Background: an optimization exercise with open tools, aiming at small area, a short achievable clock period and few clock cycles per item. Do not read the settings as production practice.
Only simulation tests tie the RTL to the original design; equivalence was not proved.
Power and IR drop assume default switching activity.

`flow/run.sh`:
```
#!/bin/bash
# synth_recipe.tcl (not shown) runs the flow's synth.tcl, then flattens the netlist and writes it again
# the make line also repeats each setting of config.mk as NAME=value (left out here)
make -C /OpenROAD-flow-scripts/flow DESIGN_CONFIG=/design/flow/config.mk WORK_HOME=/design/flow/orfs CLKGATE_MAP_FILE= SYNTH_SCRIPT=/design/flow/synth_recipe.tcl finish
```
`flow/constraint.sdc`:
```
create_clock -name core_clock -period 12.0 [get_ports {aclk}]
set_input_delay 2.4000 -clock core_clock [delete_from_list [all_inputs] [get_ports {aclk}]]
set_output_delay 2.4000 -clock core_clock [all_outputs]
set_load 0.01 [all_outputs]
```
`flow/design.v`:
```
module particle_force_euler_step #(
    parameter int unsigned FRAC_BITS = 16
) (
    input  logic          aclk,
    input  logic          aresetn,
    input  logic          s_tvalid,
    output logic          s_tready,
    input  logic [87:0]   s_tdata,
    input  logic [1:0]    s_tuser,
    output logic          m_tvalid,
    input  logic          m_tready,
    output logic [159:0]  m_tdata,
    output logic [0:0]    m_tuser,
    input  logic          cfg_wr_en,
    input  logic [2:0]    cfg_addr,
    input  logic [31:0]   cfg_wdata
);
    function automatic logic [2:0] top_pair(input logic [31:0] v);
        logic [32:0] e;
        e = {v, 1'b0};
        top_pair = 3'd0;
        for (int c = 1; c < 8; c++) begin
            if (!(e[4*c +: 5] == 5'b00000 || e[4*c +: 5] == 5'b11111)) top_pair = c[2:0];
        end
    endfunction
    function automatic logic [4:0] pair_bits(input logic [31:0] v, input logic [2:0] c);
        logic [32:0] e;
        e = {v, 1'b0};
        pair_bits = e[4*c +: 5];
    endfunction
    function automatic logic [34:0] booth_row(input logic [2:0] x, input logic [31:0] md,
                                               input logic pneg);
        logic one, two, neg;
        logic [33:0] sel;
        one = x[1] ^ x[0];
        two = (x[2] & ~x[1] & ~x[0]) | (~x[2] & x[1] & x[0]);
        neg = (x[2] & ~(x[1] & x[0])) ^ pneg;
        sel = one ? {{2{md[31]}}, md} : two ? {md[31], md, 1'b0} : 34'd0;
        booth_row = {neg, sel ^ {34{neg}}};
    endfunction
    function automatic logic [63:0] mac_step(input logic [63:0] w, input logic first,
                                             input logic [31:0] md, input logic [4:0] win,
                                             input logic pneg);
        logic [34:0] rh, rl;
        logic [63:0] a, b, c, s, cy;
        rh = booth_row(win[4:2], md, pneg);
        rl = booth_row(win[2:0], md, pneg);
        a = first ? 64'd0 : {w[59:0], 4'd0};
        a[0] = rl[34];
        a[2] = rh[34];
        b = {{28{rh[33]}}, rh[33:0], 2'b00};
        c = {{30{rl[33]}}, rl[33:0]};
        s  = a ^ b ^ c;
        cy = {((a[62:0] & b[62:0]) | (a[62:0] & c[62:0]) | (b[62:0] & c[62:0])), 1'b0};
        mac_step = s + cy;
    endfunction
    function automatic logic [32:0] clamp35(input logic [34:0] x);
        if (!x[34] && x[33:31] != 3'b000)    clamp35 = {1'b1, 32'h7FFF_FFFF};
        else if (x[34] && x[33:31] != 3'b111) clamp35 = {1'b1, 32'h8000_0000};
        else                                  clamp35 = {1'b0, x[31:0]};
    endfunction
    logic [30:0]        mass_r, drag_r;
    logic [31:0]        grav_r, wind_r, sx_r, sy_r, svx_r, svy_r;
    logic [31:0]        px_r, py_r, vx_r, vy_r;
    logic [31:0]        spd_r;           
    logic               sat_r;
    logic               mvalid_r;
    logic [63:0]        wx_r, wy_r;
    logic [35:0]        ax_r;            
    logic [31:0]        ay_r;            
    logic [16:0]        dt_r;
    logic               coll_r, rst_r;
    logic               negx_r, negy_r, ovfx_r, ovfy_r;
    logic               first_r, firsty_r;
    logic [3:0]         cnt_r;
    logic [2:0]         cnty_r;
    typedef enum logic [3:0] {
        S_IDLE, S_KS, S_KSX, S_DX, S_F, S_DSET, S_DIV, S_AX, S_V, S_SQ, S_SUM,
        S_SQRT, S_WAIT
    } st_t;
    typedef enum logic [2:0] {Y_DONE, Y_MX, Y_UX, Y_MY, Y_UY} yst_t;
    st_t  st_r;
    yst_t yst_r;
    logic [30:0] m_div;
    assign m_div = (mass_r == 31'd0) ? 31'd1 : mass_r;
    logic [2:0] drag_tp, dt_tp;
    assign drag_tp = top_pair({1'b0, drag_r});
    assign dt_tp   = top_pair({15'd0, dt_r});
    logic start;        
    assign start = (st_r == S_IDLE) && s_tvalid && (!mvalid_r || m_tready);
    logic y_fin;        
    assign y_fin = (yst_r == Y_DONE) || (yst_r == Y_UY);
    logic sqrt_last;
    assign sqrt_last = (st_r == S_SQRT) && (cnt_r == 4'd0);
    logic accept;
    assign accept = (sqrt_last || st_r == S_WAIT) && y_fin;
    assign s_tready = accept;
    logic [31:0] amd_x, amd_y;
    logic        apn_x, apn_y;
    logic        abig_x, abig_y;
    assign abig_x = ax_r[31] | ovfx_r;
    assign abig_y = ay_r[31] | ovfy_r;
    assign amd_x  = abig_x ? (negx_r ? 32'h8000_0000 : 32'h7FFF_FFFF) : ax_r[31:0];
    assign amd_y  = abig_y ? (negy_r ? 32'h8000_0000 : 32'h7FFF_FFFF) : ay_r[31:0];
    assign apn_x  = negx_r & ~abig_x;
    assign apn_y  = negy_r & ~abig_y;
    logic [31:0] mdx, mrx;
    logic [2:0]  pcx;
    logic        fx1, pnx;
    always_comb begin
        mdx = {1'b0, spd_r[30:0]};
        mrx = {1'b0, drag_r};
        pcx = cnt_r[2:0];
        fx1 = first_r;
        pnx = 1'b0;
        case (st_r)
            S_IDLE: begin pcx = drag_tp; fx1 = 1'b1; end
            S_DX:   begin mdx = vx_r; mrx = {1'b0, ax_r[30:0]}; end
            S_AX:   begin mdx = amd_x; mrx = {15'd0, dt_r}; pnx = apn_x; end
            S_SQ:   begin mdx = vx_r; mrx = vx_r; end
            default: ;
        endcase
    end
    logic [63:0] macx;
    assign macx = mac_step(wx_r, fx1, mdx, pair_bits(mrx, pcx), pnx);
    logic ylock;    
    assign ylock = (st_r == S_DX) || (st_r == S_AX) || (st_r == S_SQ);
    logic [31:0] mdy, mry;
    logic [2:0]  pcy;
    logic        fy1, pny;
    always_comb begin
        mdy = vy_r;
        mry = {15'd0, dt_r};
        pcy = ylock ? cnt_r[2:0] : cnty_r;
        fy1 = ylock ? first_r : firsty_r;
        pny = 1'b0;
        case (st_r)
            S_DX: begin mdy = vy_r; mry = {1'b0, ax_r[30:0]}; end
            S_AX: begin mdy = amd_y; pny = apn_y; end
            S_SQ: begin mdy = vy_r; mry = vy_r; end
            default: mdy = (yst_r == Y_MX) ? vx_r : vy_r;
        endcase
    end
    logic [63:0] macy;
    assign macy = mac_step(wy_r, fy1, mdy, pair_bits(mry, pcy), pny);
    function automatic logic [33:0] force_mag(input logic [63:0] w, input logic [31:0] base,
                                              input logic coll);
        logic [49:0] xo, y, d1;
        logic [32:0] d2;
        logic hi, lo;
        logic [31:0] mag;
        xo = coll ? 50'd0 : {{18{base[31]}}, base};
        y  = {{2{w[63]}}, w[63:16]};
        d1 = xo + (coll ? y : ~y) + {49'd0, ~coll};
        d2 = (coll ? 33'd0 : ~xo[32:0]) + (coll ? ~y[32:0] : y[32:0]) + 33'd1;
        hi = ~d1[49] & (d1[48:31] != 18'd0);
        lo = d1[49] & (d1[48:31] != {18{1'b1}});
        if (!d1[49]) mag = hi ? 32'h7FFF_FFFF : d1[31:0];
        else         mag = lo ? 32'h8000_0000 : d2[31:0];
        force_mag = {hi | lo, d1[49], mag};
    endfunction
    logic [33:0] fmx, fmy;
    assign fmx = force_mag(wx_r, wind_r, coll_r);
    assign fmy = force_mag(wy_r, grav_r, coll_r);
    function automatic logic [65:0] div_step(input logic [63:0] w, input logic [30:0] m);
        logic [31:0] x1, x2;
        logic [32:0] t1, t2;
        logic [30:0] r1, r2;
        x1 = {w[62:32], w[31]};
        t1 = {1'b0, x1} - {2'b00, m};
        r1 = t1[32] ? x1[30:0] : t1[30:0];
        x2 = {r1, w[30]};
        t2 = {1'b0, x2} - {2'b00, m};
        r2 = t2[32] ? x2[30:0] : t2[30:0];
        div_step = {~t1[32], ~t2[32], 1'b0, r2, w[29:0], 2'b00};
    endfunction
    logic [65:0] dvx, dvy;
    assign dvx = div_step(wx_r, m_div);
    assign dvy = div_step(wy_r, m_div);
    logic c32x, c24x, c32y, c24y;
    assign c32x = {16'd0, wx_r[55:40]} >= {1'b0, m_div};
    assign c24x = {8'd0, wx_r[55:32]}  >= {1'b0, m_div};
    assign c32y = {16'd0, wy_r[55:40]} >= {1'b0, m_div};
    assign c24y = {8'd0, wy_r[55:32]}  >= {1'b0, m_div};
    logic asat_x, asat_y;
    assign asat_x = ovfx_r | (ax_r[31] & (~negx_r | (ax_r[30:0] != 31'd0)));
    assign asat_y = ovfy_r | (ay_r[31] & (~negy_r | (ay_r[30:0] != 31'd0)));
    function automatic logic [32:0] add_p(input logic [31:0] base, input logic [63:0] w);
        logic [34:0] s;
        s = {{3{base[31]}}, base} + w[50:16];
        add_p = clamp35(s);
    endfunction
    logic [32:0] nvx, nvy, npx, npy;
    assign nvx = add_p(vx_r, wx_r);
    assign nvy = add_p(vy_r, wy_r);
    assign npx = add_p(px_r, wy_r);
    assign npy = add_p(py_r, wy_r);
    logic [2:0] sq_tp, v_tp, r_tp;
    assign v_tp  = (top_pair(nvx[31:0]) > top_pair(nvy[31:0])) ? top_pair(nvx[31:0]) : top_pair(nvy[31:0]);
    assign r_tp  = (top_pair(svx_r) > top_pair(svy_r)) ? top_pair(svx_r) : top_pair(svy_r);
    logic        ks_sat;
    logic [30:0] ks_val;
    assign ks_sat = wx_r[63:47] != 17'd0;
    assign ks_val = ks_sat ? 31'h7FFF_FFFF : wx_r[46:16];
    logic [63:0] ssum;
    logic        skip16;
    assign ssum   = wx_r + wy_r;
    assign skip16 = (wx_r[63:47] == 17'd0) && (wy_r[63:47] == 17'd0);
    logic [35:0] sx1, sx2, st1, st2;
    logic [36:0] sd1, sd2;
    logic [35:0] sr1, sr2;
    logic [31:0] sq1, sq2;
    always_comb begin
        sx1 = {ax_r[33:0], wx_r[63:62]};
        st1 = {2'b00, spd_r, 2'b01};
        sd1 = {1'b0, sx1} - {1'b0, st1};
        sr1 = sd1[36] ? sx1 : sd1[35:0];
        sq1 = {spd_r[30:0], ~sd1[36]};
        sx2 = {sr1[33:0], wx_r[61:60]};
        st2 = {2'b00, sq1, 2'b01};
        sd2 = {1'b0, sx2} - {1'b0, st2};
        sr2 = sd2[36] ? sx2 : sd2[35:0];
        sq2 = {sq1[30:0], ~sd2[36]};
    end
    always_ff @(posedge aclk) begin
        dt_r <= s_tdata[16:0];
        if (!aresetn) begin
            mass_r   <= 31'(1 << FRAC_BITS);
            grav_r   <= -32'sd642908;
            drag_r   <= '0;
            wind_r   <= '0;
            sx_r     <= '0;
            sy_r     <= '0;
            svx_r    <= '0;
            svy_r    <= '0;
        end else if (cfg_wr_en) begin
            case (cfg_addr)
                3'd0: mass_r <= cfg_wdata[30:0];
                3'd1: grav_r <= cfg_wdata;
                3'd2: drag_r <= cfg_wdata[30:0];
                3'd3: wind_r <= cfg_wdata;
                3'd4: sx_r   <= cfg_wdata;
                3'd5: sy_r   <= cfg_wdata;
                3'd6: svx_r  <= cfg_wdata;
                default: svy_r <= cfg_wdata;
            endcase
        end
    end
    always_ff @(posedge aclk) begin
        if (!aresetn) begin
            st_r     <= S_IDLE;
            yst_r    <= Y_DONE;
            mvalid_r <= 1'b0;
            px_r     <= '0;
            py_r     <= '0;
            vx_r     <= '0;
            vy_r     <= '0;
            spd_r    <= '0;
            sat_r    <= 1'b0;
        end else begin
            if (mvalid_r && m_tready) mvalid_r <= 1'b0;
            if (accept) begin
                mvalid_r <= 1'b1;
                st_r     <= S_IDLE;
            end
            first_r <= 1'b0;
            case (st_r)
                S_IDLE: begin
                    wx_r <= s_tuser[1] ? {{16{s_tdata[48]}}, s_tdata[48:17], 16'd0} : macx;
                    wy_r <= {{16{s_tdata[80]}}, s_tdata[80:49], 16'd0};
                    cnt_r <= {1'b0, drag_tp - 3'd1};
                    if (start) begin
                        rst_r  <= s_tuser[0];
                        coll_r <= s_tuser[1];
                        sat_r  <= 1'b0;
                        if (s_tuser[0]) begin
                            first_r <= 1'b1;
                            px_r <= sx_r;
                            py_r <= sy_r;
                            vx_r <= svx_r;
                            vy_r <= svy_r;
                            cnt_r <= {1'b0, r_tp};
                            st_r <= S_SQ;
                        end else if (s_tuser[1]) begin
                            st_r <= S_F;
                        end else if (drag_tp == 3'd0) begin
                            st_r <= S_KSX;
                        end else begin
                            st_r <= S_KS;
                        end
                    end
                end
                S_KS: begin
                    wx_r  <= macx;
                    cnt_r <= cnt_r - 4'd1;
                    if (cnt_r == 4'd0) st_r <= S_KSX;
                end
                S_KSX: begin
                    ax_r    <= {5'd0, ks_val};
                    if (ks_sat) sat_r <= 1'b1;
                    cnt_r   <= {1'b0, top_pair({1'b0, ks_val})};
                    first_r <= 1'b1;
                    st_r    <= S_DX;
                end
                S_DX: begin
                    wx_r  <= macx;
                    wy_r  <= macy;
                    cnt_r <= cnt_r - 4'd1;
                    if (cnt_r == 4'd0) st_r <= S_F;
                end
                S_F: begin
                    wx_r   <= {8'd0, fmx[31:0], 24'd0};
                    wy_r   <= {8'd0, fmy[31:0], 24'd0};
                    negx_r <= fmx[32];
                    negy_r <= fmy[32];
                    if (fmx[33] | fmy[33]) sat_r <= 1'b1;
                    st_r   <= S_DSET;
                end
                S_DSET: begin
                    ovfx_r <= c32x;
                    ovfy_r <= c32y;
                    ax_r   <= '0;
                    ay_r   <= '0;
                    if (c24x | c24y) begin
                        wx_r  <= {16'd0, wx_r[55:24], 16'd0};
                        wy_r  <= {16'd0, wy_r[55:24], 16'd0};
                        cnt_r <= 4'd15;
                    end else begin
                        cnt_r <= 4'd11;
                    end
                    st_r <= S_DIV;
                end
                S_DIV: begin
                    wx_r  <= dvx[63:0];
                    wy_r  <= dvy[63:0];
                    ax_r  <= {ax_r[33:0], dvx[65:64]};
                    ay_r  <= {ay_r[29:0], dvy[65:64]};
                    cnt_r <= cnt_r - 4'd1;
                    if (cnt_r == 4'd0) begin
                        cnt_r   <= {1'b0, dt_tp};
                        first_r <= 1'b1;
                        st_r    <= S_AX;
                    end
                end
                S_AX: begin
                    wx_r  <= macx;
                    wy_r  <= macy;
                    if (asat_x | asat_y) sat_r <= 1'b1;
                    cnt_r <= cnt_r - 4'd1;
                    if (cnt_r == 4'd0) st_r <= S_V;
                end
                S_V: begin
                    vx_r <= nvx[31:0];
                    vy_r <= nvy[31:0];
                    if (nvx[32] | nvy[32]) sat_r <= 1'b1;
                    cnt_r   <= {1'b0, v_tp};
                    first_r <= 1'b1;
                    st_r    <= S_SQ;
                end
                S_SQ: begin
                    wx_r  <= macx;
                    wy_r  <= macy;
                    cnt_r <= cnt_r - 4'd1;
                    if (cnt_r == 4'd0) st_r <= S_SUM;
                end
                S_SUM: begin
                    wx_r  <= skip16 ? {ssum[47:0], 16'd0} : ssum;
                    cnt_r <= skip16 ? 4'd11 : 4'd15;
                    ax_r  <= '0;
                    spd_r <= '0;
                    st_r  <= S_SQRT;
                end
                S_SQRT: begin
                    wx_r  <= {wx_r[59:0], 4'd0};
                    ax_r  <= sr2;
                    spd_r <= sq2;
                    cnt_r <= cnt_r - 4'd1;
                    if (cnt_r == 4'd0) begin
                        if (sq2[31]) begin
                            spd_r <= 32'h7FFF_FFFF;
                            sat_r <= 1'b1;
                        end
                        if (!y_fin) st_r <= S_WAIT;
                    end
                end
                default: ;    
            endcase
            firsty_r <= 1'b0;
            case (yst_r)
                Y_MX: begin
                    wy_r   <= macy;
                    cnty_r <= cnty_r - 3'd1;
                    if (cnty_r == 3'd0) yst_r <= Y_UX;
                end
                Y_UX: begin
                    px_r <= npx[31:0];
                    if (npx[32]) sat_r <= 1'b1;
                    cnty_r   <= dt_tp;
                    firsty_r <= 1'b1;
                    yst_r    <= Y_MY;
                end
                Y_MY: begin
                    wy_r   <= macy;
                    cnty_r <= cnty_r - 3'd1;
                    if (cnty_r == 3'd0) yst_r <= Y_UY;
                end
                Y_UY: begin
                    py_r <= npy[31:0];
                    if (npy[32]) sat_r <= 1'b1;
                    yst_r <= Y_DONE;
                end
                default: begin
                    if (st_r == S_SUM && !rst_r) begin
                        cnty_r   <= dt_tp;
                        firsty_r <= 1'b1;
                        yst_r    <= Y_MX;
                    end
                end
            endcase
        end
    end
    assign m_tvalid = mvalid_r;
    assign m_tdata  = {1'b0, spd_r[30:0], vy_r, vx_r, py_r, px_r};
    assign m_tuser  = sat_r;
endmodule
```
`flow/config.mk`:
```
export PLATFORM = sky130hd
export DESIGN_NAME = particle_force_euler_step
export DESIGN_NICKNAME = particle_force_euler_step
export VERILOG_FILES = /design/flow/design.v
export SDC_FILE = /design/flow/constraint.sdc
export NUM_CORES = 4
export LEC_CHECK = 0
export CAP_MARGIN = 20
export CORE_MARGIN = 2
export CORE_UTILIZATION = 40
export SETUP_SLACK_MARGIN = 5
export SLEW_MARGIN = 20
```
==> out/qor.csv, run 1 <==
metric;value;unit
run status;finished with violations;
Layout Check Fails;max-slew violations;
Post-Syn Area;77900;sq um
Yosys warning count;1;
Via density;6.43;
setup_tns;0;ps
hold crit path type;reg2reg;
gr usage total;37.9;%
CTS tree;built;
min Tclk post-route;8810;ps
grt ovf;0;
pwr/cell area;324;nW/um^2
1st-iter DRT viols;11500;
Mapped Cells;10400;
number of routed nets with antenna violations;0;
clock sinks;649;
Max Clock Freq;113;MHz
crit end category;register;
Final Setup Violations;0;
Die Ht;445;um
initial core utilization;40.3;%
critical path fanouts, max;5;
DRT Wirelength;398;mm
fin util;50.4;%
Worst Reg-to-Reg Cells;49;
R2R setup slack;3190;ps
Layout Area Growth over Synthesis;25.0;%
H-tree Lvls;3;
Power Total;0.0315;W
Post-synth top flop;dfxtp_1;
I/O pin count;293;
Worst EP arrival;9320;ps
WP data required;12510;ps
post-route cell area;97300;sq um
worst setup margin;3190;ps
largest net degree at the start of global routing;152;
Clock Path Buffers;3;
Clock Pin Slew Worst Setup and Hold Paths;60;ps
number of synthesized flops with an enable pin;209;
Leakage;40.7;nW
dpl ws;1760;ps
Period Utilization, post-route;73.4;%
CTS buffer count;85;
CTS root buffer;clkbuf_16;
Yosys cell types;107;
Slew Limit Fails;4;
unrepaired setup endpoints after global routing;true;
RR Startpoint;mass_r[27]$_SDFFE_PN0P_;
global routing's busiest layer;met2;
met3 Use GR;9.62;%
Seq cells post-synth;649;
DRC violations left;0;
Cell Rows;161;
routing usage on met2;55.1;%
syn nets;11400;
Worst Setup Start Kind;register;
Final nets;12100;
Setup Skew;62.4;ps
IO buf count;284;
die area;198000;sq um
count of maximum capacitance violations;0;
RD Place Congestion;1.02;
crit path to;wy_r[44]$_DFFE_PP_;
sequential area share after synthesis;19.4;%
vias in the first global route;80600;
share of cells above drive strength 1;16.2;%
WL per Instance;29.1;um
worst r2r dst;wy_r[44]$_DFFE_PP_;
maximum vdd drop;0.229;mV
Slowest-stage cell, CP;nor4_4;
routing usage on met1;48.6;%
DR vias;88000;
Final Hold Fails;0;
cell repeated most along the worst path;o21ai_2;
initial antenna violation count;26;
Detailed Place HPWL;278;mm
post-synthesis async set-or-reset flop share;0;%
Area after DPL;84400;sq um
first-pass GRT wire length;555;mm
synthesized area per cell;7.48;sq um
core area;193000;sq um
CP startpoint;mass_r[27]$_SDFFE_PN0P_;
number of iterations in the first detailed-routing pass;9;
crit-path max cell delay;370;ps
Die Width;445;um
Worst Tran Pin Value;1700;ps
Rel. slew slack;-13.4;%
Setup Crit Path Kind;reg2reg;
worst skew pair latency;780;ps
-- layer usage --
layer	share of wire [%]	routed length [um]
met5	0.020	79
met4	8.6	34200
met3	12	46900
met2	41	162000
met1	39	155000
-- cell type report --
class | instances | area (sq um)
tap | 2526 | 3160
clock buffer | 123 | 2490
antenna | 31 | 77.6
timing repair buffer | 1157 | 11000
inverter | 432 | 1660
clock inverter | 36 | 520
fill | 18300 | 95700
multi-input combinational | 8744 | 63300
sequential | 649 | 15100
-- Yosys cell counts, drive strengths merged, types with 45 or more instances --
cell type / instances / area (sq um)
or4: 45 / 338
fa: 131 / 2620
a31oi: 90 / 563
ha: 766 / 9580
o21a: 69 / 518
or3: 52 / 325
nor4: 59 / 375
and3: 123 / 769
nand3: 236 / 1180
xor2: 306 / 2690
nor2b: 175 / 1090
a21o: 329 / 2470
nor3: 216 / 1080
xnor2: 502 / 4400
a222oi: 58 / 581
and2: 160 / 1000
buf: 102 / 538
a21oi: 1024 / 5150
o31ai: 53 / 398
a22oi: 89 / 668
nand2b: 152 / 951
clkbuf: 496 / 1900
o21ai: 724 / 3630
o221ai: 50 / 438
a221oi: 130 / 1160
a211oi: 145 / 1090
edfxtp: 209 / 6280
mux2i: 123 / 1230
o21bai: 97 / 728
dfxtp: 440 / 8810
nand4: 91 / 569
o211ai: 123 / 942
a21boi: 52 / 390
inv: 432 / 1620
nor2: 824 / 3090
nand2: 1315 / 4940
-- registers in the layout, indices dropped and copies added, names as in the netlist, 3 cells and up --
signal,cells
cnt_r,4
yst_r,3
vy_r,32
spd_r,32
mass_r,31
vx_r,32
grav_r,32
svx_r,32
wy_r,64
py_r,32
wx_r,64
st_r,4
px_r,32
ax_r,34
sx_r,32
dt_r,17
sy_r,32
svy_r,32
drag_r,31
ay_r,32
cnty_r,3
wind_r,32
-- cell families (layout without fill, tap and decap cells) --
group	count (synthesis)	after routing	share of synthesized area, %
buf+inv	1030	1748	5.21
compound gates	3309	3311	27.2
flops	649	649	19.4
fa+ha+maj	898	898	15.7
xor+xnor	808	808	9.10
mux	164	167	2.19
simple gates	3549	3559	21.2
other cells	1	32	0.00482
-- through the flow --
step	std cells	hold slack, ps
floorplan	10400	432
global placement	12900	441
CTS	13500	456
global route	13700	469
detailed placement	12900	447
finish	13700	455
-- worst max-delay path: cells and delay by family (launching register included) --
kind                       cells  cell delay [ps]
AOI/OAI and AO/OA             28             4690
and+or+nand+nor               11             1790
buffers and inverters          7              840
adders and majority gates      3              830
DFF                            1              330
-- worst min path at each step --
stage                       startpoint                 endpoint  cells after the start
4_1_cts          svy_r[2]$_SDFFE_PN0P_    svy_r[2]$_SDFFE_PN0P_                      2
5_1_grt          sx_r[28]$_SDFFE_PN0P_    sx_r[28]$_SDFFE_PN0P_                      2
6_report         sy_r[12]$_SDFFE_PN0P_    sy_r[12]$_SDFFE_PN0P_                      2
2_1_floorplan  wind_r[31]$_SDFFE_PN0P_  wind_r[31]$_SDFFE_PN0P_                      2
3_3_place_gp     sx_r[29]$_SDFFE_PN0P_    sx_r[29]$_SDFFE_PN0P_                      2
3_5_place_dp     svy_r[2]$_SDFFE_PN0P_    svy_r[2]$_SDFFE_PN0P_                      2
-- layout by cell type (no fill, tap or decap), types with 165 or more instances in the layout --
cell	count
a21o_1	326
a21oi_1	935
buf_4	640
clkdlybuf4s50_1	262
dfxtp_1	426
edfxtp_1	209
ha_1	718
inv_1	414
nand2_1	1286
nand3_1	233
nor2_1	766
nor2b_1	165
nor3_1	184
o21ai_0	588
xnor2_1	471
xor2_1	292
-- power breakdown --
group	internal (W)	switching [W]	total (W)
clock	0.00164	0.00121	0.00285
sequential	0.00266	0.000429	0.00309
combinational	0.0106	0.0149	0.0256
total	0.0149	0.0165	0.0315
-- what timing repair did --
action	4_1_cts	5_1_grt
setup endpoints to repair	149	129
buffers inserted	408	171
hold buffers	0	0
gates cloned	31	10
gates resized for setup	546	423
pin swaps	242	260
Testbench counts, summed over its fixed seeds: cycles 116,358, items 2,880.
==> run 2: changes to the inputs <==
--- a/flow/config.mk
+++ b/flow/config.mk
@@ -10,3 +10,2 @@
 export CORE_UTILIZATION = 40
-export SETUP_SLACK_MARGIN = 5
 export SLEW_MARGIN = 20
==> run 2 against run 1 <==
Effect of this change:
- the run now finishes clean
- clock skew grew 25 ps
- first-iteration DRC count is 2.0% lower
- hold slack worse by 1.4 ps
- final cell count is 4.3% lower
- sequential share of layout area grew 1.8 points
- core utilization is 5.2 points lower
- global-route usage shrank 0.72 points
- setup slack got worse by 2400 ps
- critical path depth is 15 lower
- flip-flop and latch count unchanged
==> out/qor.csv, run 2 <==
metric;value;unit;change
Cell Rows;161;;unchanged
CTS root buffer;clkbuf_16;;
hold crit path type;reg2reg;;
DRT Wirelength;383;mm;-4.0%
Worst Tran Pin Value;1210;ps;-494 ps
count of maximum capacitance violations;0;;unchanged
Slew Limit Fails;0;;-4
routing usage on met1;49.9;%;+1.3 points
WP data required;12540;ps;+30 ps
sequential area share after synthesis;19.4;%;unchanged
most frequent cell after synthesis;nand2_1;;
WL per Instance;29.2;um;+0.34%
Worst Setup Start Kind;register;;
dpl ws;802;ps;-963 ps
1st-iter DRT viols;11300;;-2.0%
global routing's busiest layer;met2;;
clock sinks;649;;unchanged
Clock Path Buffers;3;;unchanged
Post-Syn Area;77900;sq um;unchanged
Via density;6.40;;-0.38%
hold_buf cts;0;;unchanged
Worst EP arrival;11760;ps;+2440 ps
CTS buffer count;87;;+2.4%
unrepaired setup endpoints after global routing;false;;
number of iterations in the first detailed-routing pass;13;;+4
Slowest-stage cell, CP;dfxtp_1;;
die area;198000;sq um;unchanged
worst skew pair latency;790;ps;about the same
Leakage;36.5;nW;-10%
core area;193000;sq um;unchanged
Post-CTS Setup Inserts;0;;-100%
IO buf count;284;;unchanged
Area contributors post-synth;ha_1 12%, dfxtp_1 11%, edfxtp_1 8.1%, a21oi_1 6.6%, nand2_1 6.3%;;
Layout Area Growth over Synthesis;12.0;%;
initial core utilization;40.3;%;unchanged
Final nets;11500;;-4.8%
routing usage on met2;53.4;%;-1.7 points
synthesized area per cell;7.48;sq um;unchanged
share of cells above drive strength 1;6.29;%;-9.9 points
CTS tree;built;;
Max Clock Freq;89.1;MHz;-21%
pwr/cell area;294;nW/um^2;-9.1%
fillers;19500;;+6.3%
Detailed Place HPWL;285;mm;+2.3%
Setup Skew;87.1;ps;+24.6 ps
I/O pin count;293;;unchanged
Post-synth top flop;dfxtp_1;;
Yosys warning count;1;;unchanged
run status;no timing/DRC/antenna violations;;
largest net degree at the start of global routing;156;;+2.6%
post-synthesis async set-or-reset flop share;0;%;unchanged
H-tree Lvls;3;;unchanged
Final Hold Fails;0;;unchanged
setup_tns;0;ps;unchanged
Clock Pin Slew Worst Setup and Hold Paths;70;ps;about the same
WP buf/inv;1;;-6
maximum vdd drop;0.176;mV;-23%
Yosys cell types;107;;unchanged
DR vias;83900;;-4.7%
Setup Crit Path Kind;reg2reg;;
cell taking the most area after synthesis;ha_1;;
Period Utilization, post-route;93.5;%;+20 points
syn nets;11400;;unchanged
number of routed nets with antenna violations;0;;unchanged
most frequent cells in the layout;1312 x nand2_1, 1015 x a21oi_1, 805 x nor2_1;;
Die Width;445;um;unchanged
min Tclk post-route;11220;ps;+2410 ps
grt ovf;0;;unchanged
crit end category;register;;
Final Setup Violations;0;;unchanged
top flop regs;wx_r (64), wy_r (64), ax_r (34);;
number of synthesized flops with an enable pin;209;;unchanged
Mapped Cells;10400;;unchanged
DRC violations left;0;;unchanged
met3 Use GR;8.81;%;-0.81 points
crit-path max cell delay;1100;ps;+730 ps
commonest non-fill, non-tap cell in the layout;nand2_1;;
vias in the first global route;77400;;-4.0%
first-pass GRT wire length;544;mm;-2.1%
post-CTS sizing;0;;-100%
Synth top cells by count;1315 x nand2_1, 1019 x a21oi_1, 824 x nor2_1;;
gr usage total;37.1;%;-0.72 points
RD Place Congestion;1.01;;-0.90%
CP top delay family;compound AO/OA/AOI/OAI gates;;
Die Ht;445;um;unchanged
worst setup margin;780;ps;-2410 ps
Rel. slew slack;19.3;%;+33 points
cell repeated most along the worst path;a21oi_1;;
Seq cells post-synth;649;;unchanged
critical path fanouts, max;29;;+24
area fraction of the dominant cell type after synthesis;12.3;%;unchanged
initial antenna violation count;36;;+38%
==> run 2: cell counts after synthesis <==
Identical to the previous run, type by type.
==> run 2: per-stage QoR <==
step | hold slack (ps) | util [%] | cells | total power [W] | cell area (sq um)
2_1_floorplan | 432 | - | 10400 | 0.0163 | 77900
3_3_place_gp | 442 | 43.5 | 12900 | 0.0219 | 84000
3_5_place_dp | 446 | 43.5 | 12900 | 0.0221 | 84000
4_1_cts | 454 | 45.1 | 13100 | 0.0251 | 87100
5_1_grt | 469 | 45.1 | 13100 | 0.0273 | 87100
6_report | 454 | 45.2 | 13100 | 0.0257 | 87200
==> run 2: power by group <==
part           leakage, nW  internal [W]  total, W  switching [W]
clock network         1.52       0.00165   0.00289        0.00125
logic                 29.4       0.00718    0.0196         0.0124
registers             5.54       0.00266   0.00314       0.000479
total                 36.5        0.0115    0.0257         0.0142
==> run 2: per-layer routing <==
layer,part of all wire (%),wire length (um)
met1,41,156000
met3,12,44700
met4,7.1,27300
met2,40,155000
met5,0.032,122
==> run 2: final cells by class <==
cell class | instances | area, sq um | share of cell area (%)
clock buffers | 120 | 2600 | 2.98
well taps | 2526 | 3160 | 3.62
flip-flops and latches | 649 | 15100 | 17.3
multi-input cells | 8729 | 59100 | 67.8
inverters | 432 | 1630 | 1.87
repair buffers | 585 | 4990 | 5.72
diodes | 25 | 62.6 | 0.0718
clock inverters | 42 | 510 | 0.586
==> run 2: worst reg2reg max path, delay by kind of cell (launching register included) <==
kind / cells / cell delay (ps)
xor gates and xnor gates: 3 / 790
DFF: 1 / 1100
buffers and inverters: 1 / 260
AOI/OAI and AO/OA: 24 / 7240
muxes: 1 / 300
and+or+nand+nor: 3 / 700
adders and majority gates: 2 / 540
==> run 2: path summary, 6_finish.rpt <==
check,startpoint,end,slack [ps],cells after the start
setup / recovery,st_r[3]$_SDFF_PN0_,wy_r[61]$_DFFE_PP_,780,34
hold / removal,sy_r[13]$_SDFFE_PN0P_,sy_r[13]$_SDFFE_PN0P_,450,2
setup reg to reg,st_r[3]$_SDFF_PN0_,wy_r[61]$_DFFE_PP_,780,34
hold reg to reg,sy_r[13]$_SDFFE_PN0P_,sy_r[13]$_SDFFE_PN0P_,450,2
==> run 2: cells by family (layout without fill, tap and decap cells) <==
| logic type | after synthesis | in the layout | share of synthesized area (%) |
|---|---|---|---|
| compound gates | 3309 | 3309 | 27.2 |
| xor+xnor | 808 | 808 | 9.10 |
| fa+ha+maj | 898 | 898 | 15.7 |
| buf+inv | 1030 | 1179 | 5.21 |
| flops | 649 | 649 | 19.4 |
| mux | 164 | 164 | 2.19 |
| other cells | 1 | 26 | 0.00482 |
| simple gates | 3549 | 3549 | 21.2 |

==> static timing again, ports no longer ideal <==
How much do the figures lean on ideal ports? The routed layouts below were timed once more, with nothing changed but the port constraints. Step 1 (the two cells are an assumption about what drives the block):
set clk [get_ports {aclk}]
set_driving_cell -lib_cell sky130_fd_sc_hd__clkbuf_16 $clk
set_driving_cell -lib_cell sky130_fd_sc_hd__buf_2 [delete_from_list [all_inputs] $clk]
Step 2 adds t to the input delays and takes it off the output delays; t is the mean of the earliest and latest rising clock arrival at the registers after step 1. Input paths then give back, and output paths get back, about the clock's delay inside the block. Slacks: ideal ports / drivers / drivers and shift; pairs: ideal ports / drivers.
run | t (ns) | slack for setup (ns) | worst setup path at the end | clock arrival spread, ns | worst data-port slew with drivers (ns)
run 1 | 0.845 | 3.189 / 3.189 / 3.189 | register to register | 0.063 / 0.063 | 0.18
run 2 | 0.838 | 0.780 / 0.780 / 0.780 | register to register | 0.087 / 0.087 | 0.11
